This is an optimization exercise on Yosys and OpenROAD, whose aim is small area, a short achievable clock period and few clock cycles, not a production implementation. Where RTL was checked, it was by simulation tests only, not by an equivalence proof against the original. The RTL of runs 4 and 8 was laid out without a check of its function.

==> flow/design.v, too long to show whole: its modules and the start of the top module <==
// module dot8: 1610 lines
// module fa1: 10 lines
// module hex_seg: 28 lines
// module minilab_top: 66 lines
module minilab_top (
  input  logic        CLOCK_50,
  input  logic        KEY,
  input  logic [9:0]  SW,
  output logic        LEDR,
  output logic [6:0]  HEX0,
  output logic [6:0]  HEX1,
  output logic [6:0]  HEX2,
  output logic [6:0]  HEX3,
  output logic [6:0]  HEX4,
  output logic [6:0]  HEX5,
  output logic        mem_read,
  output logic [31:0] mem_address,
  input  logic [63:0] mem_readdata,
  input  logic        mem_readdatavalid,
  input  logic        mem_waitrequest
);
  // ...
==> flow/run.sh <==
#!/bin/bash
# synth_recipe.tcl (not shown) runs the flow's synth.tcl, then flattens the netlist and writes it again
# the make line also repeats each setting of config.mk as NAME=value (left out here)
make -C /OpenROAD-flow-scripts/flow DESIGN_CONFIG=/design/flow/config.mk WORK_HOME=/design/flow/orfs CLKGATE_MAP_FILE= SYNTH_SCRIPT=/design/flow/synth_recipe.tcl finish
==> flow/config.mk <==
export PLATFORM = sky130hd
export DESIGN_NAME = minilab_top
export DESIGN_NICKNAME = minilab_top
export VERILOG_FILES = /design/flow/design.v
export SDC_FILE = /design/flow/constraint.sdc
export NUM_CORES = 4
export LEC_CHECK = 0
export ABC_CLOCK_PERIOD_IN_PS = 4700
export CAP_MARGIN = 20
export CORE_MARGIN = 2
export CORE_UTILIZATION = 60
export SETUP_SLACK_MARGIN = 3.3
export SLEW_MARGIN = 20
export SYNTH_HIERARCHICAL = 1
==> flow/constraint.sdc <==
create_clock -name core_clock -period 8.0 [get_ports {CLOCK_50}]
set_input_delay 1.6000 -clock core_clock [delete_from_list [all_inputs] [get_ports {CLOCK_50}]]
set_output_delay 1.6000 -clock core_clock [all_outputs]
set_load 0.01 [all_outputs]
==> results.txt, run 1 <==
* Biggest registers after layout: res x133, b_q x64
* Non-clock inverters at 37
* Most frequent cells in the layout: nand2_1, fa_1, edfxtp_1
* Die Area at ~40000 sq um
* Relative slew slack at between 20% and 30%
* CP peak stage delay at 0.49 ns
* Root Driver: clkbuf_16
* Setup CP Type: input pin to primary output
* Vias at 14700
* Crit path DAT at 3.52 ns
* Startpoint Class: input pin
* Fmax at 195 MHz
* Routed WL at 65300 microns
* TritonCTS clock tree: built
* Layout fillers at 2718
* Synth warn at 12
* Slowest-stage cell, CP: mux4_2
* Endpoints failing setup at 0
* FFs & Latches at 272
* Crit Reg-Reg Startpoint: u_dot.r899
* Status: no timing/DRC/antenna violations
* Worst slew pin tran at 1.11 ns
* Post-synth EDFFs at 197
* Biggest Area Class: multi-input combinational cells
* Worst min path class: register to register
* Reg2reg end: b_q[16]
* DRC viols at 0
* Period utilization at a little under two thirds
* Leading cell types by count after synthesis: nand2_1, fa_1, edfxtp_1, clkbuf_1, dfxtp_1
* Initial core utilization at around 61%
* CORE AREA at 38700 sq um
* Post-route setup slack at 2.88 ns
* Die height at around 200 microns
* Commonest non-fill, non-tap cell in the layout: nand2_1
* Reg with most FFs: res
* FFs w/ async S/R, synth at 3.31%
* Sequential Area at between 7000 and 8000 sq um
* Top cells by area, synth: fa_1, edfxtp_1, nand2_1
* I/O Buffers at between 100 and 150
Testbench counts, summed over its fixed seeds: cycles 2,661.
==> run 2, diff against run 1 <==
--- a/flow/config.mk
+++ b/flow/config.mk
@@ -8,7 +8,8 @@
 export ABC_CLOCK_PERIOD_IN_PS = 4700
 export CAP_MARGIN = 20
 export CORE_MARGIN = 2
-export CORE_UTILIZATION = 60
+export CORE_UTILIZATION = 40
+export CTS_BUF_LIST = sky130_fd_sc_hd__clkbuf_4 sky130_fd_sc_hd__clkbuf_8
 export SETUP_SLACK_MARGIN = 3.3
 export SLEW_MARGIN = 20
 export SYNTH_HIERARCHICAL = 1
==> run 2 against run 1 <==
Effect of this change:
- still clean on timing, DRC and antenna
- clock skew is 0.016 ns higher
- first-iteration DRC count fell by 18%
- final area up 0.35%
- flip-flop and latch count did not move
- fmax rose by 0.25%
- synthesized cell count did not move
- final cell count grew 11%
- via count fell by 1.8%
- critical path depth unchanged
- non-clock buffer count is 6 lower
- largest cell class unchanged
==> results.txt, run 2 <==
* Status: no timing/DRC/antenna violations (unchanged)
* Top cells by area, synth: fa_1, edfxtp_1, nand2_1 (unchanged)
* Max FFs per register at 133 (unchanged)
* Endpoints failing setup at 0 (unchanged)
* Post-synthesis sequential area ratio at 31.7% (unchanged)
* Prevailing post-synth register cell: edfxtp_1 (unchanged)
* Vias at 14400 (was 14700)
* Max cap viols at 0 (unchanged)
* CP Max Fanout at 7 (was 6)
* TritonCTS clock tree: built (unchanged)
* Biggest registers after layout: res x133, b_q x64 (unchanged)
* Leading area contributor after synthesis: fa_1 (unchanged)
* Initial core utilization at 40.7% (was 60.8%)
* GRT Residual Overflow at 0 (unchanged)
* Period utilization at 63.8% (was 64.0%)
* Share of cells above drive strength 1 at 25.5% (was 25.1%)
* Largest net degree at the start of global routing at 66 (was 46)
* Final Non-Filler Cells at 2714 (was 2441)
* Adder-Cell Fraction of Synth Area at 43.7% (unchanged)
* Root Driver: clkbuf_8 (was clkbuf_16)
* Req. time, crit path at 6.40 ns (about the same)
* Worst slew pin tran at 1.08 ns (was 1.11 ns)
* Mapped cell area at 23600 sq um (unchanged)
* Total CTS buffers at 46 (was 30)
* Simple-gate share of the synthesized area at 10.1% (unchanged)
* Post-DRT Antenna Nets at 0 (unchanged)
* R2R depth at 15 (unchanged)
* Post-Syn Area per Cell at 13.0 sq um (unchanged)
* Synth warn at 12 (unchanged)
* DR vias/cell at 5.31 (was 6.01)
* Leading cell types by count after synthesis: nand2_1, fa_1, edfxtp_1, clkbuf_1, dfxtp_1 (unchanged)
* Largest family of logic cells by synthesized area: adder cells (unchanged)
* First DRT Iteration DRCs at 1000 (was 1215)
* Worst min path class: register to register (unchanged)
* Fin. max-slew vios at 0 (unchanged)
* Vias in the first global route at 16400 (was 16200)
* Startpoint Class: input pin (unchanged)
* Setup CP Type: input pin to primary output (unchanged)
* Reg with most FFs: res (unchanged)
* Reg clk slew, reported paths at 0.07 ns (was 0.06 ns)
* Final #Nets at 2518 (was 2508)
* Total negative setup slack at 0 ns (unchanged)
* Rows at 88 (was 72)
* I/O Buffers at 118 (unchanged)
* #FFs+latches synth at 272 (unchanged)
* Dpl cells at 2551 (was 2306)
* GRT Resource Usage Total at 22.8% (was 33.0%)
* Die height at 247 microns (was 202 microns)
* First drt pass iteration count at 5 (was 7)
* Hpwl dp at 53000 microns (was 51700 microns)
* Gate Count Post-Synth at 1807 (unchanged)
* Clk latency of the worst-skew pair at 0.62 ns (was 0.57 ns)
* Post-synth top area share at 41.3% (unchanged)
* Cell depth of the worst min-delay path at 1 (unchanged)
* Routed WL at 67200 microns (was 65300 microns)
* Die Area at 60900 sq um (was 40900 sq um)
* Most common cell in the synthesized netlist: nand2_1 (unchanged)
* Fin. Hold Viols at 0 (unchanged)
* Post-Synth XOR/XNOR Area at 0.744% (unchanged)
* Initial antenna violation count at 1 (was 0)
* Crit path DAT at 3.50 ns (was 3.52 ns)
* CTS Sinks at 272 (unchanged)
* I/O pin cnt at 154 (unchanged)
* Max H-tree Level at 2 (was 1)
* Commonest non-fill, non-tap cell in the layout: nand2_1 (unchanged)
* Clk buf depth at 3 (unchanged)
* Yosys cell types at 55 (unchanged)
* Fmax at 196 MHz (was 195 MHz)
* Crit end category: primary output (unchanged)
* FFs w/ async S/R, synth at 3.31% (unchanged)
* Most frequent cells in the layout: nand2_1, fa_1, edfxtp_1 (unchanged)
* Proportion of synthesized area in mux cells at 6.80% (unchanged)
* Unrepaired setup endpoints after global routing: yes (unchanged)
* Fin Clk Skew at 0.0373 ns (was 0.0215 ns)
* Fin crit period at 5.10 ns (was 5.12 ns)
* Layout area overhead at 15.4% (was 15.0%)
* Post-synth EDFFs at 197 (unchanged)
* Routed WL per cell at 24.8 microns (was 26.7 microns)
* Placer Congestion at 0.971 (was 0.987)
* Relative slew slack at 28.2% (was 25.4%)
* Die span in x at 247 microns (was 202 microns)
* First-pass GRT wire length at 102000 microns (was 98600 microns)
* DRC viols at 0 (unchanged)
* CORE AREA at 57900 sq um (was 38700 sq um)
* Compound-Gate Fraction of Synth Area at 2.60% (unchanged)
[run 2: cell counts after synthesis]
No cell type changed its count.
[run 2: stage by stage]
| stage | hold WS, ns | area, sq um | worst slack, ns | utilization [%] |
|---|---|---|---|---|
| CTS | 0.517 | 27000 | 2.88 | 46.6 |
| floorplan | 0.509 | 24200 | 3.09 | - |
| global route | 0.546 | 27200 | 2.82 | 46.9 |
| finish | 0.515 | 27200 | 2.90 | 46.9 |
| global placement | 0.495 | 25400 | 1.80 | 43.8 |
| detailed placement | 0.508 | 25400 | 1.75 | 43.8 |
[run 2: modules after synthesis, one instance, submodules excluded]
module / flip-flops and latches / cells / copies in the design / area [sq um]
dot8: 66 / 781 / 1 / 4240
fa1: 0 / 1 / 486 / 20.0
hex_seg: 0 / 33 / 5 / 278
minilab_top: 206 / 375 / 1 / 8200
[run 2: cells by family after synthesis]
family,Yosys count
fa+ha+maj,531
buf+inv,217
xor+xnor,20
other cells,2
flops,272
simple gates,595
mux,97
compound gates,73
[run 2: critical path: stages]
cell,delay (ns)
buf_16,0.13
buf_12,0.13
mux4_2,0.50
mux2_4,0.33
buf_4,0.16
ha_4,0.16
nand2b_4,0.14
o211ai_1,0.09
nand3_1,0.08
buf_2,0.17
[run 2: timing repair]
item / 4_1_cts / 5_1_grt
resized for setup: 326 / 114
hold endpoints to repair: 0 / 0
cloned: 3 / 1
endpoints found under the setup margin: 128 / 92
pin swaps: 18 / 24
hold buffers: 0 / 0
buffers inserted: 51 / 20
[run 2: final cells by class]
| type | instances | area (sq um) |
|---|---|---|
| Fill cell | 5185 | 30700 |
| Tap cell | 765 | 957 |
| Timing Repair Buffer | 201 | 1700 |
| Sequential cell | 272 | 7460 |
| Antenna cell | 2 | 5.00 |
| Clock inverter | 16 | 119 |
| Inverter | 37 | 181 |
| Multi-Input combinational cell | 1351 | 15900 |
| Clock buffer | 70 | 832 |
[run 2: final timing paths]
kind	from	to	slack, ns
worst min-delay path	rd_cnt[3]	rd_cnt[3]	0.52
worst min register to register	rd_cnt[3]	rd_cnt[3]	0.52
max in group asynchronous	KEY	rd_cnt[1]	6.42
worst max-delay path	SW[1]	HEX2[0]	2.90
worst max register to register	u_dot.r899	b_q[17]	3.02
min in group asynchronous	KEY	rsp_cnt[2]	1.29
[run 2: per-layer routing]
layer,track usage (%),up-vias,share of wire (%)
met2,38.0,631,48
met4,6.25,0,2.9
met5,0,-,0
met1,29.6,7634,41
li1,-,5999,-
met3,6.09,147,8.3
==> run 3, diff against run 2 <==
--- a/flow/config.mk
+++ b/flow/config.mk
@@ -9,7 +9,8 @@
 export CAP_MARGIN = 20
 export CORE_MARGIN = 2
 export CORE_UTILIZATION = 40
-export CTS_BUF_LIST = sky130_fd_sc_hd__clkbuf_4 sky130_fd_sc_hd__clkbuf_8
+export CTS_BUF_LIST = sky130_fd_sc_hd__clkbuf_8
+export CTS_CLUSTER_SIZE = 30
 export SETUP_SLACK_MARGIN = 3.3
 export SLEW_MARGIN = 20
 export SYNTH_HIERARCHICAL = 1
==> run 3 against run 2 <==
Effect of this change:
- still clean
- final cell count is essentially flat
- register-to-register slack is essentially flat
- final area shrank 0.34%
- synthesized cell count is the same
- highest routed layer unchanged
==> results.txt, run 3 <==
* I/O pin cnt at 154 (unchanged)
* Final #Nets at 2518 (unchanged)
* First drt pass iteration count at 6 (was 5)
* Final instance area at 27100 sq um (was 27200 sq um)
* Cells along the critical path: buf_16 -> buf_12 -> mux4_2 -> mux2_4 -> buf_4 -> ha_4 -> nand2b_4 -> o211ai_1 -> nand3_1 -> buf_2 (unchanged)
* Yosys cell types at 55 (unchanged)
* Period utilization at 63.8% (about the same)
* Total CTS buffers at 46 (unchanged)
* CTS Sinks at 272 (unchanged)
* Unrepaired setup endpoints after global routing: yes (unchanged)
* Post-Syn Area per Cell at 13.0 sq um (unchanged)
* Crit path DAT at 3.50 ns (about the same)
* Placer Congestion at 0.971 (unchanged)
* Hold Path End: rd_cnt[3] (unchanged)
* Endpoints failing setup at 0 (unchanged)
* Crit Reg-Reg Startpoint: u_dot.r899 (unchanged)
* FFs w/ async S/R, synth at 3.31% (unchanged)
* Share of cells above drive strength 1 at 24.6% (was 25.5%)
* GRT Residual Overflow at 0 (unchanged)
* Reg with most FFs: res (unchanged)
* Die span in x at 247 microns (unchanged)
* R2R Setup Slk at 3.03 ns (was 3.02 ns)
* Prevailing post-synth register cell: edfxtp_1 (unchanged)
* Commonest non-fill, non-tap cell in the layout: nand2_1 (unchanged)
* I/O Buffers at 118 (unchanged)
* Initial core utilization at 40.7% (unchanged)
* R2R depth at 15 (unchanged)
* Fin. Hold Viols at 0 (unchanged)
* Setup CP Type: input pin to primary output (unchanged)
* First DRT Iteration DRCs at 1086 (was 1000)
* Worst Hold Launch: rd_cnt[3] (unchanged)
* Req. time, crit path at 6.40 ns (about the same)
* Hpwl dp at 53000 microns (unchanged)
* Top cells by area, synth: fa_1, edfxtp_1, nand2_1 (unchanged)
* DR vias/cell at 5.36 (was 5.31)
* Clk buf depth at 3 (unchanged)
* #FFs+latches synth at 272 (unchanged)
* Routed WL at 67400 microns (was 67200 microns)
* CP peak stage delay at 0.50 ns (about the same)
* DRC viols at 0 (unchanged)
* First-pass GRT wire length at 102000 microns (about the same)
* Reg2reg end: b_q[17] (unchanged)
* GRT Resource Usage Total at 22.8% (about the same)
* CP Buf/Inv Count at 4 (unchanged)
* Worst slew pin tran at 1.08 ns (about the same)
* Gate Count Post-Synth at 1807 (unchanged)
* Crit end category: primary output (unchanged)
* TritonCTS clock tree: built (unchanged)
* Post-synth EDFFs at 197 (unchanged)
* Layout fillers at 5198 (was 5185)
* Leading area contributor after synthesis: fa_1 (unchanged)
* Vias at 14500 (was 14400)
* Fin Clk Skew at 0.0412 ns (was 0.0373 ns)
* CP Max Fanout at 7 (unchanged)
* CORE AREA at 57900 sq um (unchanged)
* Relative slew slack at 27.8% (was 28.2%)
* Largest net degree at the start of global routing at 66 (unchanged)
* Total negative setup slack at 0 ns (unchanged)
* Final core utilization at 46.8% (was 46.9%)
* Initial antenna violation count at 0 (was 1)
* Area of the multi-input gates at 15900 sq um (about the same)
* Max FFs per register at 133 (unchanged)
* Post-synthesis sequential area ratio at 31.7% (unchanged)
* Hold buffer count at cts at 0 (unchanged)
* Routed WL per cell at 24.8 microns (about the same)
* Mapped cell area at 23600 sq um (unchanged)
* Slowest-stage cell, CP: mux4_2 (unchanged)
* Worst Setup SP: SW[1] (unchanged)
* Max H-tree Level at 2 (unchanged)
* Placed Area at 25400 sq um (unchanged)
* DP Worst Slack at 1.75 ns (unchanged)
* Fmax at 196 MHz (about the same)
* Biggest registers after layout: res x133, b_q x64 (unchanged)
* Post-synth top area share at 41.3% (unchanged)
* Sequential Area at 7460 sq um (unchanged)
* Post-route setup slack at 2.90 ns (about the same)
* Leading cell types by count after synthesis: nand2_1, fa_1, edfxtp_1, clkbuf_1, dfxtp_1 (unchanged)
* Reg clk slew, reported paths at 0.06 ns (was 0.07 ns)
* Most common cell in the synthesized netlist: nand2_1 (unchanged)
* Clk latency of the worst-skew pair at 0.63 ns (was 0.62 ns)
* Cell depth of the worst min-delay path at 1 (unchanged)
* Fin. max-slew vios at 0 (unchanged)
* Max cap viols at 0 (unchanged)
* Die Area at 60900 sq um (unchanged)
* Worst min path class: register to register (unchanged)
* Synth warn at 12 (unchanged)
* Vias in the first global route at 16300 (was 16400)
* Root Driver: clkbuf_8 (unchanged)
* Most frequent cells in the layout: nand2_1, fa_1, edfxtp_1 (unchanged)
* # diodes at 0 (was 2)
* Fin crit period at 5.10 ns (about the same)
* Rows at 88 (unchanged)
* Layout area overhead at 15.0% (was 15.4%)
* Status: no timing/DRC/antenna violations (unchanged)
* Family with the most delay on the worst path: multiplexers (unchanged)
* Die height at 247 microns (unchanged)
* Startpoint Class: input pin (unchanged)
* Post-DRT Antenna Nets at 0 (unchanged)
## run 3: stage by stage
step	hold slack, ns	instances
2_1_floorplan	0.509	1840
3_3_place_gp	0.495	2551
3_5_place_dp	0.508	2551
4_1_cts	0.517	2688
5_1_grt	0.546	2712
6_report	0.515	2712
## run 3: worst max path at each step
| stage | slack [ns] | endpoint | depth (start not counted) |
|---|---|---|---|
| after floorplan | 3.09 | HEX4[1] | 9 |
| after global placement | 1.80 | HEX0[4] | 9 |
| after detailed placement | 1.75 | HEX3[1] | 7 |
| after CTS | 2.88 | HEX3[1] | 10 |
| after global routing | 2.83 | HEX0[1] | 10 |
| final | 2.90 | HEX2[0] | 10 |
## run 3: area by class of cell
| type | count | area share (%) |
|---|---|---|
| clock inverters | 37 | 0.730 |
| repair buffers | 201 | 6.20 |
| well taps | 765 | 3.53 |
| flip-flops and latches | 272 | 27.5 |
| inverters | 37 | 0.670 |
| clock buffers | 49 | 2.49 |
| multi-input cells | 1351 | 58.8 |
## run 3: what timing repair did
item | in CTS | in global routing
gates resized for setup | 321 | 125
setup endpoints to repair | 128 | 92
pin swaps | 16 | 25
endpoints found under the hold margin | 0 | 0
gates cloned | 3 | 1
setup buffers | 48 | 23
## run 3: per-module statistics from Yosys, one instance, submodules excluded
module / cell area, sq um / copies in the design
minilab_top: 8200 / 1
dot8: 4240 / 1
hex_seg: 278 / 5
fa1: 20.0 / 486
## run 3: cells by family (layout without fill, tap and decap cells)
kind of cell	count (synthesis)	count (layout)	share of synthesized area [%]
AND/OR/NAND/NOR	595	595	10.1
adder cells (fa/ha/maj)	531	531	43.7
flip-flops	272	272	31.7
buffers and inverters	217	324	4.38
multiplexers	97	97	6.80
AO/OA/AOI/OAI	73	73	2.60
XOR/XNOR	20	20	0.744
other	2	35	0.0319
## run 3: per-layer routing
layer	vias to the layer above	wire (microns)	GRT usage [%]
li1	5999	-	-
met2	694	32600	38.1
met3	144	5670	5.56
met4	0	1810	5.86
met1	7689	27300	29.9
met5	-	0	0
==> module minilab_top, before the edit <==
module minilab_top (
  input  logic        CLOCK_50,
  input  logic        KEY,
  input  logic [9:0]  SW,
  output logic        LEDR,
  output logic [6:0]  HEX0,
  output logic [6:0]  HEX1,
  output logic [6:0]  HEX2,
  output logic [6:0]  HEX3,
  output logic [6:0]  HEX4,
  output logic [6:0]  HEX5,
  output logic        mem_read,
  output logic [31:0] mem_address,
  input  logic [63:0] mem_readdata,
  input  logic        mem_readdatavalid,
  input  logic        mem_waitrequest
);
  localparam int RW = 19;
  logic [3:0]  rd_cnt;     
  logic [3:0]  rsp_cnt;    
  logic        row_vld;    
  logic [63:0] b_q;        
  logic        done;
  logic [RW-1:0] res [7];
  assign mem_read    = (rd_cnt != 4'd9);
  assign mem_address = {28'd0, rd_cnt};
  always_ff @(posedge CLOCK_50 or negedge KEY) begin
    if (!KEY) begin
      rd_cnt  <= '0;
      rsp_cnt <= '0;
      row_vld <= 1'b0;
    end else begin
      if (mem_read && !mem_waitrequest) rd_cnt <= rd_cnt + 4'd1;
      if (mem_readdatavalid) rsp_cnt <= rsp_cnt + 4'd1;
      row_vld <= mem_readdatavalid && (rsp_cnt != 4'd0);
    end
  end
  assign done = (rsp_cnt == 4'd9) && !row_vld;
  logic [RW-1:0] dot;
  dot8 u_dot (.clk(CLOCK_50), .a(mem_readdata), .b(b_q), .y(dot));
  always_ff @(posedge CLOCK_50) begin
    if (mem_readdatavalid && rsp_cnt == 4'd0) b_q <= mem_readdata;
    else if (row_vld && rsp_cnt == 4'd9) b_q[RW-1:0] <= dot;
  end
  always_ff @(posedge CLOCK_50) begin
    for (int i = 0; i < 7; i++)
      if (row_vld && rsp_cnt == 4'(i + 2)) res[i] <= dot;
  end
  assign LEDR = done;
  logic [7:0]    oh;
  logic [RW-1:0] sel;
  logic          show;
  always_comb begin
    for (int r = 0; r < 8; r++) oh[r] = (SW[3:1] == 3'(r));
    sel = '0;
    for (int r = 0; r < 7; r++) sel = sel | (res[r] & {RW{oh[r]}});
    sel = sel | (b_q[RW-1:0] & {RW{oh[7]}});
  end
  assign show = done && SW[0];
  hex_seg u_h0 (.nib(sel[3:0]),           .show(show), .seg(HEX0));
  hex_seg u_h1 (.nib(sel[7:4]),           .show(show), .seg(HEX1));
  hex_seg u_h2 (.nib(sel[11:8]),          .show(show), .seg(HEX2));
  hex_seg u_h3 (.nib(sel[15:12]),         .show(show), .seg(HEX3));
  hex_seg u_h4 (.nib({1'b0, sel[18:16]}), .show(show), .seg(HEX4));
  assign HEX5 = show ? 7'b1000000 : 7'b1111111;
endmodule
==> run 4, diff against run 3 <==
--- a/flow/design.v
+++ b/flow/design.v
@@ -1648,6 +1648,26 @@
   end
   assign seg = show ? s : 7'b1111111;
 endmodule
+module hex_seg3 (
+  input  logic [2:0] nib,
+  input  logic       show,
+  output logic [6:0] seg
+);
+  logic [6:0] s;
+  always_comb begin
+    case (nib)
+      3'h0:    s = 7'b1000000;
+      3'h1:    s = 7'b1111001;
+      3'h2:    s = 7'b0100100;
+      3'h3:    s = 7'b0110000;
+      3'h4:    s = 7'b0011001;
+      3'h5:    s = 7'b0010010;
+      3'h6:    s = 7'b0000010;
+      default: s = 7'b1111000;
+    endcase
+  end
+  assign seg = show ? s : 7'b1111111;
+endmodule
 `timescale 1ns/1ps
 module minilab_top (
   input  logic        CLOCK_50,
@@ -1712,6 +1732,6 @@
   hex_seg u_h1 (.nib(sel[7:4]),           .show(show), .seg(HEX1));
   hex_seg u_h2 (.nib(sel[11:8]),          .show(show), .seg(HEX2));
   hex_seg u_h3 (.nib(sel[15:12]),         .show(show), .seg(HEX3));
-  hex_seg u_h4 (.nib({1'b0, sel[18:16]}), .show(show), .seg(HEX4));
+  hex_seg3 u_h4 (.nib(sel[18:16]), .show(show), .seg(HEX4));
   assign HEX5 = show ? 7'b1000000 : 7'b1111111;
 endmodule
--- a/flow/config.mk
+++ b/flow/config.mk
@@ -9,8 +9,6 @@
 export CAP_MARGIN = 20
 export CORE_MARGIN = 2
 export CORE_UTILIZATION = 40
-export CTS_BUF_LIST = sky130_fd_sc_hd__clkbuf_8
-export CTS_CLUSTER_SIZE = 30
 export SETUP_SLACK_MARGIN = 3.3
 export SLEW_MARGIN = 20
 export SYNTH_HIERARCHICAL = 1
==> run 4 against run 3 <==
Effect of this change:
- still clean
- via count decreased by 0.60%
- clock skew decreased by 0.0069 ns
- hold slack got worse by 0.022 ns
- final area increased by 0.38%
- die area decreased by 0.72%
- setup slack got worse by 0.068 ns
==> results.txt, run 4 <==
* Setup CP Type: input pin to primary output (unchanged)
* Most frequent cells in the layout: nand2_1, fa_1, edfxtp_1 (unchanged)
* Relative slew slack at 27.6% (was 27.8%)
* DR vias/cell at 5.42 (was 5.36)
* Top cells by area, synth: fa_1, edfxtp_1, nand2_1 (unchanged)
* Fin. Hold Viols at 0 (unchanged)
* Final instance area at 27200 sq um (was 27100 sq um)
* Synth warn at 13 (was 12)
* Leading area contributor after synthesis: fa_1 (unchanged)
* CP peak stage delay at 0.52 ns (was 0.50 ns)
* Cells along the critical path: buf_16 -> buf_12 -> mux4_2 -> mux2_4 -> inv_4 -> ha_4 -> nand2b_4 -> a21boi_2 -> o211ai_1 -> buf_2 (was buf_16 -> buf_12 -> mux4_2 -> mux2_4 -> buf_4 -> ha_4 -> nand2b_4 -> o211ai_1 -> nand3_1 -> buf_2)
* Fin Clk Skew at 0.0343 ns (was 0.0412 ns)
* CORE AREA at 57700 sq um (was 57900 sq um)
* Most common cell in the synthesized netlist: nand2_1 (unchanged)
* #FFs+latches synth at 272 (unchanged)
* Fin crit period at 5.17 ns (was 5.10 ns)
* Biggest registers after layout: res x133, b_q x64 (unchanged)
* Fin. max-slew vios at 0 (unchanged)
* Post-DRT Antenna Nets at 0 (unchanged)
* Die span in x at 246 microns (was 247 microns)
* Crit end category: primary output (unchanged)
* Reg clk slew, reported paths at 0.06 ns (about the same)
* Initial antenna violation count at 0 (unchanged)
* First DRT Iteration DRCs at 1062 (was 1086)
* Hpwl dp at 52100 microns (was 53000 microns)
* Unrepaired setup endpoints after global routing: yes (unchanged)
* Post-route setup slack at 2.83 ns (was 2.90 ns)
* Share of cells above drive strength 1 at 24.5% (was 24.6%)
* FFs w/ async S/R, synth at 3.31% (unchanged)
* CTS Sinks at 272 (unchanged)
* Routed WL at 66500 microns (was 67400 microns)
* Prevailing post-synth register cell: edfxtp_1 (unchanged)
* Initial core utilization at 40.5% (was 40.7%)
* GRT Resource Usage Total at 22.2% (was 22.8%)
* Worst slew pin tran at 1.09 ns (was 1.08 ns)
* TritonCTS clock tree: built (unchanged)
* Gate Count Post-Synth at 1791 (was 1807)
* Largest net degree at the start of global routing at 66 (unchanged)
* I/O pin cnt at 154 (unchanged)
* Layout area overhead at 16.3% (was 15.0%)
* Post-synth EDFFs at 197 (unchanged)
* Req. time, crit path at 6.40 ns (about the same)
* Reg with most FFs: res (unchanged)
* Yosys cell types at 56 (was 55)
* Clk latency of the worst-skew pair at 0.61 ns (was 0.63 ns)
* First drt pass iteration count at 5 (was 6)
* Rows at 88 (unchanged)
* Mapped cell area at 23400 sq um (was 23600 sq um)
* I/O Buffers at 118 (unchanged)
* R2R Setup Slk at 3.06 ns (was 3.03 ns)
* Slowest-stage cell, CP: mux4_2 (unchanged)
* Clk buf depth at 3 (unchanged)
* Root Driver: clkbuf_16 (was clkbuf_8)
* DRC viols at 0 (unchanged)
* Status: no timing/DRC/antenna violations (unchanged)
* GRT Residual Overflow at 0 (unchanged)
* Post-synth top area share at 41.6% (was 41.3%)
* Die height at 246 microns (was 247 microns)
* Leading cell types by count after synthesis: nand2_1, fa_1, edfxtp_1, clkbuf_1, dfxtp_1 (unchanged)
* Fmax at 193 MHz (was 196 MHz)
* Hold buffer count at cts at 0 (unchanged)
* Endpoints failing setup at 0 (unchanged)
* Worst min path class: register to register (unchanged)
* Routed WL per cell at 25.0 microns (was 24.8 microns)
* Commonest non-fill, non-tap cell in the layout: nand2_1 (unchanged)
* Placer Congestion at 0.968 (was 0.971)
* Placed Area at 25100 sq um (was 25400 sq um)
* Max cap viols at 0 (unchanged)
* Total CTS buffers at 30 (was 46)
* DP Worst Slack at 1.93 ns (was 1.75 ns)
* Crit path DAT at 3.57 ns (was 3.50 ns)
* Post-synthesis sequential area ratio at 31.9% (was 31.7%)
* Die Area at 60400 sq um (was 60900 sq um)
* Startpoint Class: input pin (unchanged)
* Post-Syn Area per Cell at 13.1 sq um (was 13.0 sq um)
* Max H-tree Level at 1 (was 2)
* First-pass GRT wire length at 99700 microns (was 102000 microns)
* CP Max Fanout at 7 (unchanged)
* Final #Nets at 2479 (was 2518)
* Total negative setup slack at 0 ns (unchanged)
* Max FFs per register at 133 (unchanged)
* Period utilization at 64.6% (was 63.8%)
* Vias at 14400 (was 14500)
* Vias in the first global route at 15800 (was 16300)
-- run 4: final timing paths --
path | start | end | cells past startpoint
min in group asynchronous | KEY | rd_cnt[3] | 1
worst min register to register | rd_cnt[3] | rd_cnt[3] | 1
worst min-delay path | rd_cnt[3] | rd_cnt[3] | 1
worst max-delay path | SW[1] | HEX2[1] | 10
max in group asynchronous | KEY | rsp_cnt[3] | 1
worst max register to register | u_dot.r899 | b_q[17] | 15
-- run 4: routing by layer --
| metal | up-vias | GRT usage [%] | share of wire [%] |
|---|---|---|---|
| met2 | 647 | 37.0 | 48 |
| met3 | 112 | 3.97 | 7.7 |
| li1 | 5902 | - | - |
| met1 | 7778 | 30.4 | 41 |
| met5 | - | 0 | 0 |
| met4 | 0 | 5.31 | 2.7 |
-- run 4: logic make-up (layout without fill, tap and decap cells) --
family,after synthesis,after routing,synth area share (%)
compound gates,67,67,2.33
flops,272,272,31.9
buf+inv,214,296,4.34
simple gates,596,596,10.2
fa+ha+maj,525,525,43.7
mux,93,93,6.67
xor+xnor,22,22,0.824
other cells,2,30,0.0321
-- run 4: area by class of cell --
class	count	area (sq um)
Inverter	34	183
Fill cell	5109	30500
Antenna cell	1	2.50
Multi-Input combinational cell	1332	15800
Clock inverter	13	195
Tap cell	765	957
Sequential cell	272	7460
Timing Repair Buffer	206	1700
Clock buffer	43	902
-- run 4: modules after synthesis (local to each module, per instance) --
module / cell area [sq um] / cells / flip-flops and latches / times used
dot8: 4240 / 781 / 66 / 1
minilab_top: 8200 / 375 / 206 / 1
fa1: 20.0 / 1 / 0 / 486
hex_seg: 278 / 33 / 0 / 4
hex_seg3: 105 / 17 / 0 / 1
-- run 4: per-stage QoR --
stage	util (%)	cells	hold slack, ns
finish	47.1	2666	0.493
global route	47.1	2665	0.536
CTS	46.2	2626	0.502
detailed placement	43.5	2527	0.486
global placement	43.5	2527	0.496
floorplan	-	1818	0.509
-- run 4: critical path: cells and delay by family --
| family | cells | cell delay (ns) |
|---|---|---|
| simple gates | 1 | 0.07 |
| fa+ha+maj | 1 | 0.21 |
| compound gates | 2 | 0.25 |
| mux | 2 | 0.86 |
| buf+inv | 4 | 0.57 |
-- run 4: what timing repair did --
item	in CTS	in global routing
gates resized for setup	303	169
cloned	2	1
endpoints found under the hold margin	0	0
pin swaps	13	39
buffers inserted	41	38
setup endpoints to repair	131	90
==> run 5, diff against run 4 <==
--- a/flow/design.v
+++ b/flow/design.v
@@ -1648,26 +1648,6 @@
   end
   assign seg = show ? s : 7'b1111111;
 endmodule
-module hex_seg3 (
-  input  logic [2:0] nib,
-  input  logic       show,
-  output logic [6:0] seg
-);
-  logic [6:0] s;
-  always_comb begin
-    case (nib)
-      3'h0:    s = 7'b1000000;
-      3'h1:    s = 7'b1111001;
-      3'h2:    s = 7'b0100100;
-      3'h3:    s = 7'b0110000;
-      3'h4:    s = 7'b0011001;
-      3'h5:    s = 7'b0010010;
-      3'h6:    s = 7'b0000010;
-      default: s = 7'b1111000;
-    endcase
-  end
-  assign seg = show ? s : 7'b1111111;
-endmodule
 `timescale 1ns/1ps
 module minilab_top (
   input  logic        CLOCK_50,
@@ -1732,6 +1712,6 @@
   hex_seg u_h1 (.nib(sel[7:4]),           .show(show), .seg(HEX1));
   hex_seg u_h2 (.nib(sel[11:8]),          .show(show), .seg(HEX2));
   hex_seg u_h3 (.nib(sel[15:12]),         .show(show), .seg(HEX3));
-  hex_seg3 u_h4 (.nib(sel[18:16]), .show(show), .seg(HEX4));
+  hex_seg u_h4 (.nib({1'b0, sel[18:16]}), .show(show), .seg(HEX4));
   assign HEX5 = show ? 7'b1000000 : 7'b1111111;
 endmodule
==> flow/flow/run.sh (new file) <==
#!/bin/bash
# The standard layout, except that the port buffers are buf_4 cells instead of
# the delay cells ORFS picks by default (which the timing repair, restricted to
# cells of the same footprint, cannot replace). Everything else is standard.sh.
set -euo pipefail
export BUFFER_PORTS_ARGS="-buffer_cell sky130_fd_sc_hd__buf_4"
bash standard.sh synth > standard_synth.log 2>&1
bash standard.sh > standard_layout.log 2>&1
==> flow/standard.sh (new file) <==
#!/bin/bash
# synth_recipe.tcl (not shown) runs the flow's synth.tcl, then flattens the netlist and writes it again
# the make line also repeats each setting of config.mk as NAME=value (left out here)
make -C /OpenROAD-flow-scripts/flow DESIGN_CONFIG=/design/flow/config.mk WORK_HOME=/design/flow/orfs CLKGATE_MAP_FILE= SYNTH_SCRIPT=/design/flow/synth_recipe.tcl "${@:-finish}"
removed: flow/run.sh
==> run 5 against run 4 <==
Effect of this change:
- still clean
- final area increased by 1.5%
- global-route usage increased by 0.65 points
- hold slack improved by 0.043 ns
- non-clock buffer count is 8 lower
- critical path type unchanged
==> results.txt, run 5 <==
* Cell depth of the worst min-delay path at 1 (unchanged)
* Clk buf depth at 3 (unchanged)
* Biggest registers after layout: res x133, b_q x64 (unchanged)
* Period utilization at 62.4% (was 64.6%)
* Fin crit period at 4.99 ns (was 5.17 ns)
* Endpoints failing setup at 0 (unchanged)
* CP Max Fanout at 7 (unchanged)
* TritonCTS clock tree: built (unchanged)
* Routed WL per cell at 25.4 microns (was 25.0 microns)
* First-pass GRT wire length at 102000 microns (was 99700 microns)
* Worst slew pin tran at 1.03 ns (was 1.09 ns)
* Fin Clk Skew at 0.0352 ns (was 0.0343 ns)
* Initial core utilization at 40.7% (was 40.5%)
* Share of cells above drive strength 1 at 26.3% (was 24.5%)
* Commonest non-fill, non-tap cell in the layout: nand2_1 (unchanged)
* Die height at 247 microns (was 246 microns)
* Post-synthesis sequential area ratio at 31.7% (was 31.9%)
* DR vias/cell at 5.41 (was 5.42)
* Post-DRT Antenna Nets at 0 (unchanged)
* First DRT Iteration DRCs at 1005 (was 1062)
* Reg with most FFs: res (unchanged)
* Prevailing post-synth register cell: edfxtp_1 (unchanged)
* Relative slew slack at 31.2% (was 27.6%)
* Post-Syn Area per Cell at 13.0 sq um (was 13.1 sq um)
* Startpoint Class: input pin (unchanged)
* Leading area contributor after synthesis: fa_1 (unchanged)
* Crit path DAT at 3.39 ns (was 3.57 ns)
* Final #Nets at 2499 (was 2479)
* Vias in the first global route at 16100 (was 15800)
* Worst Hold Launch: rd_cnt[3] (unchanged)
* I/O pin cnt at 154 (unchanged)
* Largest net degree at the start of global routing at 66 (unchanged)
* R2R Setup Slk at 3.05 ns (was 3.06 ns)
* Layout area overhead at 17.2% (was 16.3%)
* GRT Residual Overflow at 0 (unchanged)
* Post-synth top area share at 41.3% (was 41.6%)
* Post-synth EDFFs at 197 (unchanged)
* Total CTS buffers at 30 (unchanged)
* Max H-tree Level at 1 (unchanged)
* Most frequent cells in the layout: nand2_1, fa_1, edfxtp_1 (unchanged)
* Max cap viols at 0 (unchanged)
* Die Area at 60900 sq um (was 60400 sq um)
* Hpwl dp at 52800 microns (was 52100 microns)
* Status: no timing/DRC/antenna violations (unchanged)
* Fin. Hold Viols at 0 (unchanged)
* CORE AREA at 57900 sq um (was 57700 sq um)
* DRC viols at 0 (unchanged)
* CTS Sinks at 272 (unchanged)
* Rows at 88 (unchanged)
* Fin. max-slew vios at 0 (unchanged)
* Placer Congestion at 0.977 (was 0.968)
* FFs w/ async S/R, synth at 3.31% (unchanged)
* Reg clk slew, reported paths at 0.06 ns (about the same)
* First drt pass iteration count at 7 (was 5)
* Leading cell types by count after synthesis: nand2_1, fa_1, edfxtp_1, clkbuf_1, dfxtp_1 (unchanged)
* Mapped cell area at 23600 sq um (was 23400 sq um)
* Initial antenna violation count at 1 (was 0)
* Reg2reg end: b_q[16] (was b_q[17])
* Total negative setup slack at 0 ns (unchanged)
* Clk latency of the worst-skew pair at 0.62 ns (was 0.61 ns)
* Vias at 14500 (was 14400)
* Hold Path End: rd_cnt[3] (unchanged)
* Crit end category: primary output (unchanged)
* Fmax at 200 MHz (was 193 MHz)
* R2R depth at 15 (unchanged)
* Crit Reg-Reg Startpoint: u_dot.r899 (unchanged)
* DP Worst Slack at 2.31 ns (was 1.93 ns)
* Synth warn at 12 (was 13)
* Post-route setup slack at 3.01 ns (was 2.83 ns)
* Req. time, crit path at 6.40 ns (about the same)
* WHS at 0.536 ns (was 0.493 ns)
* Die span in x at 247 microns (was 246 microns)
* GRT Resource Usage Total at 22.9% (was 22.2%)
* Gate Count Post-Synth at 1807 (was 1791)
* Top cells by area, synth: fa_1, edfxtp_1, nand2_1 (unchanged)
* Worst min path class: register to register (unchanged)
* Yosys cell types at 55 (was 56)
* Unrepaired setup endpoints after global routing: yes (unchanged)
* I/O Buffers at 118 (unchanged)
* #FFs+latches synth at 272 (unchanged)
* Max FFs per register at 133 (unchanged)
* Routed WL at 68200 microns (was 66500 microns)
* Setup CP Type: input pin to primary output (unchanged)
* Most common cell in the synthesized netlist: nand2_1 (unchanged)
* Root Driver: clkbuf_16 (unchanged)
-- run 5: timing repair --
item	CTS	global route
cloned	5	1
hold buffers	0	0
endpoints found under the setup margin	91	77
hold endpoints to repair	0	0
pin swaps	39	41
buffers inserted	54	16
gates resized for setup	96	64
-- run 5: metrics by stage --
step | instance area, sq um | util, % | cells
global placement | 25100 | 43.3 | 2546
global route | 27600 | 47.7 | 2680
detailed placement | 25100 | 43.3 | 2546
CTS | 27100 | 46.8 | 2661
floorplan | 24200 | - | 1840
finish | 27600 | 47.7 | 2681
-- run 5: Yosys stat by module (local to each module, per instance) --
| module | times used | flops+latches | cell area (sq um) | cells |
|---|---|---|---|---|
| hex_seg | 5 | 0 | 278 | 33 |
| minilab_top | 1 | 206 | 8200 | 375 |
| fa1 | 486 | 0 | 20.0 | 1 |
| dot8 | 1 | 66 | 4240 | 781 |
-- run 5: cell families (layout without fill, tap and decap cells) --
family	Yosys count	in the layout	synth area share, %
simple gates	595	595	10.1
fa+ha+maj	531	531	43.7
flops	272	272	31.7
buf+inv	217	291	4.38
mux	97	97	6.80
compound gates	73	73	2.60
xor+xnor	20	20	0.744
other cells	2	37	0.0319
-- run 5: worst max-delay path by stage --
stage	startpoint	to	slack (ns)	depth (start not counted)
after floorplan	SW[1]	HEX4[1]	3.09	9
after global routing	u_dot.r899	b_q[16]	2.94	15
after global placement	SW[1]	HEX2[1]	2.33	9
final	SW[1]	HEX0[1]	3.01	9
after detailed placement	SW[1]	HEX2[1]	2.31	9
after CTS	SW[1]	HEX3[1]	2.99	9
-- run 5: area by class of cell --
type,count,area (sq um)
antenna,2,5.00
clock buffer,37,791
clock inverter,19,245
fill,5080,30300
inverter,37,184
multi-input combinational,1351,16200
sequential,272,7460
tap,765,957
timing repair buffer,198,1760
-- run 5: metal layers --
layer / up-vias / track usage (%) / part of all wire (%)
li1: 5947 / - / -
met1: 7835 / 30.5 / 41
met2: 622 / 37.6 / 48
met3: 113 / 5.82 / 8.1
met4: 0 / 5.79 / 2.5
met5: - / 0 / 0
-- run 5: critical path: stages --
cell,delay (ns)
buf_16,0.12
mux4_2,0.53
mux2_4,0.35
inv_4,0.09
ha_4,0.20
nand2b_4,0.07
a21boi_2,0.14
o211ai_1,0.09
buf_4,0.19
Testbench counts of run 5, summed over its fixed seeds: cycles 2,661.
==> run 6, diff against run 5 <==
==> flow/flow/run.sh (replaced) <==
#!/bin/bash
# The standard layout, except that the port buffers are buf_2 cells instead of
# the delay cells ORFS picks by default (which the timing repair, restricted to
# cells of the same footprint, cannot replace). Everything else is standard.sh.
set -euo pipefail
export BUFFER_PORTS_ARGS="-buffer_cell sky130_fd_sc_hd__buf_2"
bash standard.sh synth > standard_synth.log 2>&1
bash standard.sh > standard_layout.log 2>&1
==> run 6 against run 5 <==
Effect of this change:
- clock-buffer cell count increased by 4
- global-route usage is 0.33 points lower
- via count grew 0.35%
- hold slack worse by 0.031 ns
- sequential share of layout area up 0.67 points
- utilization down 1.2 points
- flip-flop and latch count did not move
- fmax fell by 2.7%
- still clean
==> results.txt, run 6 <==
* Fin. max-slew vios at 0 (unchanged)
* CORE AREA at 57900 sq um (unchanged)
* DR vias/cell at 5.46 (was 5.41)
* Sequential Area at 7460 sq um (unchanged)
* # diodes at 0 (was 2)
* Most frequent cells in the layout: nand2_1, fa_1, edfxtp_1 (unchanged)
* Gate Count Post-Synth at 1807 (unchanged)
* Fin Clk Skew at 0.0306 ns (was 0.0352 ns)
* Worst Setup SP: SW[1] (unchanged)
* Synth warn at 12 (unchanged)
* Final instance area at 26900 sq um (was 27600 sq um)
* Final #Nets at 2487 (was 2499)
* Metal3 WL at 5520 microns (unchanged)
* Mapped cell area at 23600 sq um (unchanged)
* WL met1 at 27200 microns (was 28200 microns)
* Yosys cell types at 55 (unchanged)
* I/O Buffers at 118 (unchanged)
* Unrepaired setup endpoints after global routing: yes (unchanged)
* GRT Resource Usage Total at 22.6% (was 22.9%)
* GRT Residual Overflow at 0 (unchanged)
* Crit Reg-Reg Startpoint: u_dot.r899 (unchanged)
* Routed WL per cell at 25.1 microns (was 25.4 microns)
* Crit path DAT at 3.53 ns (was 3.39 ns)
* CP Buf/Inv Count at 4 (was 3)
* Endpoints failing setup at 0 (unchanged)
* Post-synth top area share at 41.3% (unchanged)
* Fin. Hold Viols at 0 (unchanged)
* Initial antenna violation count at 2 (was 1)
* Post-synthesis sequential area ratio at 31.7% (unchanged)
* Relative slew slack at 28.7% (was 31.2%)
* Prevailing post-synth register cell: edfxtp_1 (unchanged)
* Most common cell in the synthesized netlist: nand2_1 (unchanged)
* Placed Area at 24800 sq um (was 25100 sq um)
* First drt pass iteration count at 6 (was 7)
* Layout fillers at 5192 (was 5080)
* Die span in x at 247 microns (unchanged)
* Worst Hold Launch: rd_cnt[3] (unchanged)
* Leading cell types by count after synthesis: nand2_1, fa_1, edfxtp_1, clkbuf_1, dfxtp_1 (unchanged)
* Area of the multi-input gates at 16100 sq um (was 16200 sq um)
* Status: no timing/DRC/antenna violations (unchanged)
* Cells along the critical path: buf_16 -> buf_12 -> mux4_2 -> mux2_4 -> inv_4 -> ha_4 -> nand2b_4 -> a21boi_2 -> o211ai_1 -> buf_2 (was buf_16 -> mux4_2 -> mux2_4 -> inv_4 -> ha_4 -> nand2b_4 -> a21boi_2 -> o211ai_1 -> buf_4)
* Share of cells above drive strength 1 at 25.1% (was 26.3%)
* Top Metal Used: met4 (unchanged)
* Vias in the first global route at 16000 (was 16100)
* Max cap viols at 0 (unchanged)
* Rows at 88 (unchanged)
* Clk latency of the worst-skew pair at 0.60 ns (was 0.62 ns)
* Req. time, crit path at 6.40 ns (about the same)
* Post-Syn Area per Cell at 13.0 sq um (unchanged)
* Max H-tree Level at 1 (unchanged)
* Hpwl dp at 52600 microns (was 52800 microns)
* CP Max Fanout at 7 (unchanged)
* #FFs+latches synth at 272 (unchanged)
* Vias at 14600 (was 14500)
* Worst min path class: register to register (unchanged)
* Post-synth EDFFs at 197 (unchanged)
* Family with the most delay on the worst path: multiplexers (unchanged)
* Total negative setup slack at 0 ns (unchanged)
* Crit end category: primary output (unchanged)
* First DRT Iteration DRCs at 1188 (was 1005)
* CP peak stage delay at 0.51 ns (was 0.53 ns)
* Placer Congestion at 0.973 (was 0.977)
* Max FFs per register at 133 (unchanged)
* CTS Sinks at 272 (unchanged)
* Initial core utilization at 40.7% (unchanged)
* Final Non-Filler Cells at 2666 (was 2681)
* Worst slew pin tran at 1.07 ns (was 1.03 ns)
* Die Area at 60900 sq um (unchanged)
* Period utilization at 64.1% (was 62.4%)
* Hold buffer count at cts at 0 (unchanged)
* Clk buf depth at 3 (unchanged)
* Startpoint Class: input pin (unchanged)
* First-pass GRT wire length at 101000 microns (was 102000 microns)
* Fin crit period at 5.13 ns (was 4.99 ns)
* Reg with most FFs: res (unchanged)
* Commonest non-fill, non-tap cell in the layout: nand2_1 (unchanged)
* Met2 WL at 32200 microns (was 32800 microns)
* DRC viols at 0 (unchanged)
* Setup CP Type: input pin to primary output (unchanged)
* Reg clk slew, reported paths at 0.06 ns (about the same)
* Die height at 247 microns (unchanged)
* Layout area overhead at 14.3% (was 17.2%)
* Dpl cells at 2550 (was 2546)
* Top cells by area, synth: fa_1, edfxtp_1, nand2_1 (unchanged)
* Root Driver: clkbuf_16 (unchanged)
* Slowest-stage cell, CP: mux4_2 (unchanged)
* Routed WL at 66900 microns (was 68200 microns)
* Largest net degree at the start of global routing at 66 (unchanged)
* FFs w/ async S/R, synth at 3.31% (unchanged)
* TritonCTS clock tree: built (unchanged)
* Leading area contributor after synthesis: fa_1 (unchanged)
* Total CTS buffers at 29 (was 30)
* Post-DRT Antenna Nets at 0 (unchanged)
* Fmax at 195 MHz (was 200 MHz)
* Biggest registers after layout: res x133, b_q x64 (unchanged)
* I/O pin cnt at 154 (unchanged)
run 6: metrics by stage:
step / utilization, % / hold WS (ns) / worst slack (ns)
floorplan: - / 0.509 / 3.09
global placement: 42.8 / 0.490 / 1.90
detailed placement: 42.8 / 0.506 / 1.87
CTS: 45.8 / 0.515 / 2.91
global route: 46.5 / 0.536 / 2.82
finish: 46.5 / 0.505 / 2.87
run 6: final cells by class:
cell class	instances	area share (%)
repair buffers	187	5.00
multi-input cells	1351	59.7
well taps	765	3.55
inverters	37	0.655
clock buffers	41	2.95
clock inverters	13	0.400
flip-flops and latches	272	27.7
run 6: Yosys stat by module (local to each module, per instance):
module	cells inside	times used	flops+latches
dot8	781	1	66
fa1	1	486	0
hex_seg	33	5	0
minilab_top	375	1	206
run 6: cell families (layout without fill, tap and decap cells):
family | after synthesis | count (layout) | synth area share, %
simple gates | 595 | 595 | 10.1
fa+ha+maj | 531 | 531 | 43.7
flops | 272 | 272 | 31.7
buf+inv | 217 | 278 | 4.38
mux | 97 | 97 | 6.80
compound gates | 73 | 73 | 2.60
xor+xnor | 20 | 20 | 0.744
other cells | 2 | 35 | 0.0319
run 6: layer usage:
metal / vias up / track usage [%]
met2: 714 / 37.2
met1: 7781 / 30.6
li1: 5931 / -
met3: 142 / 4.57
met5: - / 0
met4: 0 / 6.13
run 6: worst reg2reg max path, delay by kind of cell, from the launching register on:
kind            cells  cell delay [ns]
simple gates        2             0.35
fa+ha+maj           8             3.00
xor+xnor            1             0.16
mux                 1             0.25
flops               1             0.32
compound gates      2             0.41
buf+inv             1             0.14
run 6: final timing paths:
path	end	slack [ns]	depth (start not counted)
max	HEX2[1]	2.87	10
min	rd_cnt[3]	0.50	1
max reg2reg	b_q[17]	3.12	15
min reg2reg	rd_cnt[3]	0.50	1
max in group asynchronous	rsp_cnt[3]	6.95	1
min in group asynchronous	rsp_cnt[0]	0.87	1
run 6: timing repair:
item                       in CTS  in global routing
setup endpoints to repair      91                 70
pin swaps                      31                 31
resized for setup              82                 50
gates cloned                    3                  0
setup buffers                  41                 18
==> run 7, diff against run 6 <==
==> flow/flow/run.sh (replaced) <==
#!/bin/bash
# The standard layout, except that the port buffers are buf_1 cells instead of
# the delay cells ORFS picks by default (which the timing repair, restricted to
# cells of the same footprint, cannot replace). Everything else is standard.sh.
set -euo pipefail
export BUFFER_PORTS_ARGS="-buffer_cell sky130_fd_sc_hd__buf_1"
bash standard.sh synth > standard_synth.log 2>&1
bash standard.sh > standard_layout.log 2>&1
==> run 7 against run 6 <==
Effect of this change:
- still clean on timing, DRC and antenna
- hold slack better by 0.0016 ns
- setup slack worse by 0.057 ns
- flip-flop and latch count unchanged
- wire length up 0.99%
- critical path depth up 1
- register-to-register slack worse by 0.03 ns
- clock skew about the same
- utilization up 0.17 points
- critical endpoint is now HEX0[1]
==> results.txt, run 7 <==
* Clk latency of the worst-skew pair at 0.61 ns (was 0.60 ns)
* GRT Resource Usage Total at 22.8% (was 22.6%)
* Rows at 88 (unchanged)
* Most common cell in the synthesized netlist: nand2_1 (unchanged)
* Post-synth EDFFs at 197 (unchanged)
* I/O Buffers at 118 (unchanged)
* Relative slew slack at 28.5% (was 28.7%)
* Total negative setup slack at 0 ns (unchanged)
* Top cells by area, synth: fa_1, edfxtp_1, nand2_1 (unchanged)
* Fin. Hold Viols at 0 (unchanged)
* Worst min path class: register to register (unchanged)
* Routed WL per cell at 25.1 microns (about the same)
* Fin. max-slew vios at 0 (unchanged)
* Initial core utilization at 40.7% (unchanged)
* Crit path DAT at 3.59 ns (was 3.53 ns)
* Mapped cell area at 23600 sq um (unchanged)
* Vias at 14500 (was 14600)
* Vias in the first global route at 16100 (was 16000)
* DR vias/cell at 5.40 (was 5.46)
* Prevailing post-synth register cell: edfxtp_1 (unchanged)
* CP Max Fanout at 7 (unchanged)
* Period utilization at 64.9% (was 64.1%)
* Leading cell types by count after synthesis: nand2_1, fa_1, edfxtp_1, clkbuf_1, dfxtp_1 (unchanged)
* Yosys cell types at 55 (unchanged)
* Post-DRT Antenna Nets at 0 (unchanged)
* Die height at 247 microns (unchanged)
* CORE AREA at 57900 sq um (unchanged)
* DRC viols at 0 (unchanged)
* Fin Clk Skew at 0.0305 ns (was 0.0306 ns)
* # diodes at 0 (unchanged)
* I/O pin cnt at 154 (unchanged)
* Share of cells above drive strength 1 at 24.4% (was 25.1%)
* Initial antenna violation count at 1 (was 2)
* Routed WL at 67600 microns (was 66900 microns)
* Biggest registers after layout: res x133, b_q x64 (unchanged)
* Hold buffer count at cts at 0 (unchanged)
* GRT Residual Overflow at 0 (unchanged)
* Die span in x at 247 microns (unchanged)
* Die Area at 60900 sq um (unchanged)
* CTS Sinks at 272 (unchanged)
* Hpwl dp at 52600 microns (about the same)
* Dpl cells at 2551 (was 2550)
* FFs w/ async S/R, synth at 3.31% (unchanged)
* Layout area overhead at 14.7% (was 14.3%)
* Crit end category: primary output (unchanged)
* WHS at 0.506 ns (was 0.505 ns)
* Status: no timing/DRC/antenna violations (unchanged)
* Setup CP Type: input pin to primary output (unchanged)
* Max FFs per register at 133 (unchanged)
* Max H-tree Level at 1 (unchanged)
* Startpoint Class: input pin (unchanged)
* Fin crit period at 5.19 ns (was 5.13 ns)
* Max cap viols at 0 (unchanged)
* Post-route setup slack at 2.81 ns (was 2.87 ns)
* Post-synthesis sequential area ratio at 31.7% (unchanged)
* Post-Syn Area per Cell at 13.0 sq um (unchanged)
* Unrepaired setup endpoints after global routing: yes (unchanged)
* Root Driver: clkbuf_16 (unchanged)
* Commonest non-fill, non-tap cell in the layout: nand2_1 (unchanged)
* First drt pass iteration count at 5 (was 6)
* Total CTS buffers at 30 (was 29)
* Final Non-Filler Cells at 2688 (was 2666)
* Fmax at 193 MHz (was 195 MHz)
* Cell depth of the worst min-delay path at 1 (unchanged)
* Synth warn at 12 (unchanged)
* Reg clk slew, reported paths at 0.06 ns (about the same)
* TritonCTS clock tree: built (unchanged)
* Worst slew pin tran at 1.07 ns (about the same)
* DP Worst Slack at 2.28 ns (was 1.87 ns)
* First-pass GRT wire length at 102000 microns (was 101000 microns)
* #FFs+latches synth at 272 (unchanged)
* Placer Congestion at 0.972 (was 0.973)
* Clk buf depth at 3 (unchanged)
* Most frequent cells in the layout: nand2_1, fa_1, edfxtp_1 (unchanged)
* Leading area contributor after synthesis: fa_1 (unchanged)
* First DRT Iteration DRCs at 1035 (was 1188)
* R2R depth at 15 (unchanged)
* Reg with most FFs: res (unchanged)
* Post-synth top area share at 41.3% (unchanged)
* Endpoints failing setup at 0 (unchanged)
* Gate Count Post-Synth at 1807 (unchanged)
* Final #Nets at 2508 (was 2487)
* Req. time, crit path at 6.40 ns (about the same)
* Largest net degree at the start of global routing at 66 (unchanged)
## run 7: cell families after synthesis
| kind of cell | count (synthesis) | share of synthesized area (%) |
|---|---|---|
| buffers and inverters | 217 | 4.38 |
| other | 2 | 0.0319 |
| and+or+nand+nor | 595 | 10.1 |
| DFF | 272 | 31.7 |
| muxes | 97 | 6.80 |
| AOI/OAI and AO/OA | 73 | 2.60 |
| xor gates and xnor gates | 20 | 0.744 |
| adders and majority gates | 531 | 43.7 |
## run 7: final timing paths
path,from,to,slack [ns]
setup / recovery,SW[1],HEX0[1],2.81
hold / removal,rd_cnt[3],rd_cnt[3],0.51
setup reg to reg,u_dot.r899,b_q[17],3.09
hold reg to reg,rd_cnt[3],rd_cnt[3],0.51
max in group asynchronous,KEY,rd_cnt[1],6.73
min in group asynchronous,KEY,rd_cnt[2],0.94
## run 7: critical path, cell delays in order
cell and delay (ns):
clkbuf_16 0.15, buf_12 0.11, buf_16 0.12, mux4_2 0.48
mux2_4 0.33, inv_4 0.09, ha_4 0.20, nand2b_4 0.06
a21boi_2 0.14, o211ai_1 0.09, buf_2 0.20
## run 7: metrics by stage
| stage | utilization (%) | area (sq um) |
|---|---|---|
| after floorplan | - | 24200 |
| after global placement | 42.6 | 24700 |
| after CTS | 45.9 | 26600 |
| after detailed placement | 42.6 | 24700 |
| after global routing | 46.7 | 27000 |
| final | 46.7 | 27000 |
## run 7: area by class of cell
| cell class | count | area [sq um] |
|---|---|---|
| Fill cell | 5128 | 30900 |
| Inverter | 37 | 194 |
| Sequential cell | 272 | 7460 |
| Clock inverter | 13 | 120 |
| Multi-Input combinational cell | 1351 | 16000 |
| Clock buffer | 43 | 820 |
| Tap cell | 765 | 957 |
| Timing Repair Buffer | 207 | 1470 |
## run 7: what timing repair did
item | in CTS | in global routing
pin swaps | 33 | 29
buffers inserted | 52 | 27
gates cloned | 2 | 0
resized for setup | 140 | 88
endpoints found under the setup margin | 105 | 92
## run 7: per-layer routing
layer / wire (microns) / global-route usage, %
met1: 27200 / 30.2
met2: 32300 / 37.1
met3: 6220 / 6.46
met4: 1900 / 5.95
met5: 0 / 0
## run 7: modules after synthesis, one instance, submodules excluded
| module | times used | flip-flops and latches | cells | area [sq um] |
|---|---|---|---|---|
| fa1 | 486 | 0 | 1 | 20.0 |
| dot8 | 1 | 66 | 781 | 4240 |
| minilab_top | 1 | 206 | 375 | 8200 |
| hex_seg | 5 | 0 | 33 | 278 |
==> run 8, diff against run 7 <==
--- a/flow/design.v
+++ b/flow/design.v
@@ -1648,6 +1648,20 @@
   end
   assign seg = show ? s : 7'b1111111;
 endmodule
+module row_dec (
+  input  logic [2:0] row,
+  output logic [7:0] oh
+);
+  always_comb
+    for (int r = 0; r < 8; r++) oh[r] = (row == 3'(r));
+endmodule
+module sel_bit (
+  input  logic [7:0] oh,
+  input  logic [7:0] col,
+  output logic       o
+);
+  assign o = |(oh & col);
+endmodule
 `timescale 1ns/1ps
 module minilab_top (
   input  logic        CLOCK_50,
@@ -1701,11 +1715,14 @@
   logic [7:0]    oh;
   logic [RW-1:0] sel;
   logic          show;
-  always_comb begin
-    for (int r = 0; r < 8; r++) oh[r] = (SW[3:1] == 3'(r));
-    sel = '0;
-    for (int r = 0; r < 7; r++) sel = sel | (res[r] & {RW{oh[r]}});
-    sel = sel | (b_q[RW-1:0] & {RW{oh[7]}});
+  row_dec u_dec (.row(SW[3:1]), .oh(oh));
+  for (genvar b = 0; b < RW; b++) begin : g_sel
+    logic [7:0] col;
+    always_comb begin
+      for (int r = 0; r < 7; r++) col[r] = res[r][b];
+      col[7] = b_q[b];
+    end
+    sel_bit u_sel (.oh(oh), .col(col), .o(sel[b]));
   end
   assign show = done && SW[0];
   hex_seg u_h0 (.nib(sel[3:0]),           .show(show), .seg(HEX0));
==> flow/run.sh (new file) <==
#!/bin/bash
# synth_recipe.tcl (not shown) runs the flow's synth.tcl, then flattens the netlist and writes it again
# the make line also repeats each setting of config.mk as NAME=value (left out here)
make -C /OpenROAD-flow-scripts/flow DESIGN_CONFIG=/design/flow/config.mk WORK_HOME=/design/flow/orfs CLKGATE_MAP_FILE= SYNTH_SCRIPT=/design/flow/synth_recipe.tcl finish
removed: flow/flow/run.sh
removed: flow/standard.sh
==> run 8 against run 7 <==
Effect of this change:
- register-to-register slack got worse by 0.05 ns
- die area decreased by 1.7%
- critical path depth unchanged
- critical endpoint is now HEX1[1]
==> results.txt, run 8 <==
* Fin crit period at 5.13 ns (was 5.19 ns)
* Rows at 88 (unchanged)
* Layout area overhead at 20.6% (was 14.7%)
* Leading cell types by count after synthesis: nand2_1, fa_1, edfxtp_1, clkbuf_1, a22oi_1 (was nand2_1, fa_1, edfxtp_1, clkbuf_1, dfxtp_1)
* Routed WL at 70300 microns (was 67600 microns)
* Biggest registers after layout: res x133, b_q x64 (unchanged)
* Post-Syn Area per Cell at 12.5 sq um (was 13.0 sq um)
* Status: no timing/DRC/antenna violations (unchanged)
* Top cells by area, synth: fa_1, edfxtp_1, nand2_1 (unchanged)
* DRC viols at 0 (unchanged)
* Hpwl dp at 53700 microns (was 52600 microns)
* Endpoints failing setup at 0 (unchanged)
* Post-DRT Antenna Nets at 0 (unchanged)
* Routed WL per cell at 25.1 microns (about the same)
* Reg with most FFs: res (unchanged)
* Post-synthesis sequential area ratio at 32.2% (was 31.7%)
* Unrepaired setup endpoints after global routing: yes (unchanged)
* Mapped cell area at 23100 sq um (was 23600 sq um)
* R2R depth at 14 (was 15)
* Die height at 245 microns (was 247 microns)
* TritonCTS clock tree: built (unchanged)
* Crit path DAT at 3.53 ns (was 3.59 ns)
* Cell depth of the worst min-delay path at 1 (unchanged)
* Synth warn at 13 (was 12)
* Commonest non-fill, non-tap cell in the layout: nand2_1 (unchanged)
* Gate Count Post-Synth at 1849 (was 1807)
* Share of cells above drive strength 1 at 26.2% (was 24.4%)
* Placer Congestion at 0.910 (was 0.972)
* Clk latency of the worst-skew pair at 0.59 ns (was 0.61 ns)
* First DRT Iteration DRCs at 1250 (was 1035)
* Req. time, crit path at 6.40 ns (about the same)
* Final #Nets at 2622 (was 2508)
* Vias in the first global route at 16900 (was 16100)
* Worst min path class: register to register (unchanged)
run 8: changes by cell type after synthesis, moves of 3 or more:
cell and change:
a22oi_1 +76, and3b_2 +3, and4bb_2 +3, buf_2 -7
mux2_4 -18, mux4_1 -9, mux4_2 -29, nand4_1 +19
run 8: cell type report:
class                      instances  area, sq um  share of cell area [%]
sequential                       272         7460                    26.7
timing repair buffer             267         2340                    8.39
clock buffer                      45          895                    3.20
multi-input combinational       1405        16000                    57.3
clock inverter                    10          108                   0.385
inverter                          37          156                   0.560
tap                              765          957                    3.43
run 8: logic make-up (layout without fill, tap and decap cells):
| logic type | count (synthesis) | count (layout) | share of synthesized area [%] |
|---|---|---|---|
| xor+xnor | 19 | 19 | 0.719 |
| compound gates | 151 | 151 | 5.17 |
| other cells | 2 | 35 | 0.0325 |
| flops | 272 | 272 | 32.2 |
| simple gates | 625 | 629 | 11.3 |
| mux | 40 | 40 | 1.87 |
| buf+inv | 209 | 359 | 4.21 |
| fa+ha+maj | 531 | 531 | 44.5 |
run 8: worst max-delay path, cell delays in order:
cell      delay [ns]
buf_12          0.11
and3b_4         0.43
a22oi_2         0.14
nand4_1         0.17
inv_2           0.07
buf_6           0.12
ha_4            0.29
nand2b_4        0.05
a21boi_2        0.14
o211ai_1        0.21
buf_2           0.18
run 8: worst max-delay path by stage:
| stage | from | end | slack, ns | depth (start not counted) |
|---|---|---|---|---|
| floorplan | SW[1] | HEX0[1] | 3.16 | 8 |
| detailed placement | SW[3] | HEX3[4] | 1.28 | 8 |
| global route | SW[2] | HEX1[0] | 2.77 | 13 |
| CTS | SW[2] | HEX1[3] | 2.95 | 12 |
| finish | SW[3] | HEX1[1] | 2.87 | 11 |
| global placement | SW[3] | HEX3[4] | 1.31 | 8 |
run 8: timing repair:
| item | CTS | global route |
|---|---|---|
| hold buffers | 0 | 0 |
| gates cloned | 8 | 1 |
| buffers inserted | 111 | 26 |
| endpoints found under the setup margin | 133 | 95 |
| resized for setup | 421 | 146 |
| pin swaps | 64 | 43 |
run 8: metal layers:
layer	wire length [microns]	global-route usage [%]	vias to the layer above
li1	-	-	6325
met1	27700	30.5	8186
met2	35000	40.8	725
met3	5760	5.11	129
met4	1870	5.70	0
met5	0	0	-
run 8: Yosys stat by module, one instance, submodules excluded:
module | flops+latches | cells | cell area, sq um
minilab_top | 206 | 314 | 7030
dot8 | 66 | 781 | 4240
hex_seg | 0 | 33 | 278
row_dec | 0 | 8 | 65.1
sel_bit | 0 | 5 | 36.3
fa1 | 0 | 1 | 20.0
run 8: stage by stage:
stage | setup WS (ns) | instances | hold slack [ns] | cell area (sq um)
final | 2.87 | 2801 | 0.555 | 27900
after global routing | 2.77 | 2801 | 0.597 | 27900
after CTS | 2.95 | 2772 | 0.561 | 27500
after detailed placement | 1.28 | 2598 | 0.548 | 24900
after global placement | 1.31 | 2598 | 0.540 | 24900
after floorplan | 3.16 | 1882 | 0.509 | 23700

[afterwards: timing with drivers on the ports]
In the flow no input, the clock included, has a driving cell. The finished layouts below were timed again as built, in two steps. Step 1 sets driving cells, clkbuf_16 on the clock port and buf_2 on the other inputs (assumed; they add their load-dependent delay and slew). Step 2 moves the port delays by t, midway between the first and last clock arrival at a register: inputs arrive t later, outputs are due t later. That takes back most of the time a late clock gives input paths. Slacks: ideal ports / drivers / drivers and shift; pairs: ideal ports / drivers.
run | shift t [ns] | setup slack, ns | clock arrival spread, ns | pins driven straight from the clock port
run 1 | 0.617 | 2.884 / 2.629 / 2.629 | 0.023 / 0.024 | 1
run 2 | 0.653 | 2.896 / 2.654 / 2.654 | 0.041 / 0.041 | 1
run 3 | 0.657 | 2.898 / 2.658 / 2.658 | 0.044 / 0.044 | 1
run 4 | 0.649 | 2.830 / 2.705 / 2.705 | 0.034 / 0.034 | 1
run 5 | 0.651 | 3.008 / 2.550 / 2.550 | 0.035 / 0.035 | 1
run 6 | 0.641 | 2.868 / 2.615 / 2.615 | 0.031 / 0.031 | 1
run 7 | 0.645 | 2.811 / 2.739 / 2.710 | 0.031 / 0.031 | 1
run 8 | 0.631 | 2.867 / 2.755 / 2.732 | 0.016 / 0.016 | 1
After both steps setup and hold are still met in every run listed. For run 5, which loses most, drivers alone change the setup slack by -0.458 ns; drivers and shift together by -0.458 ns.
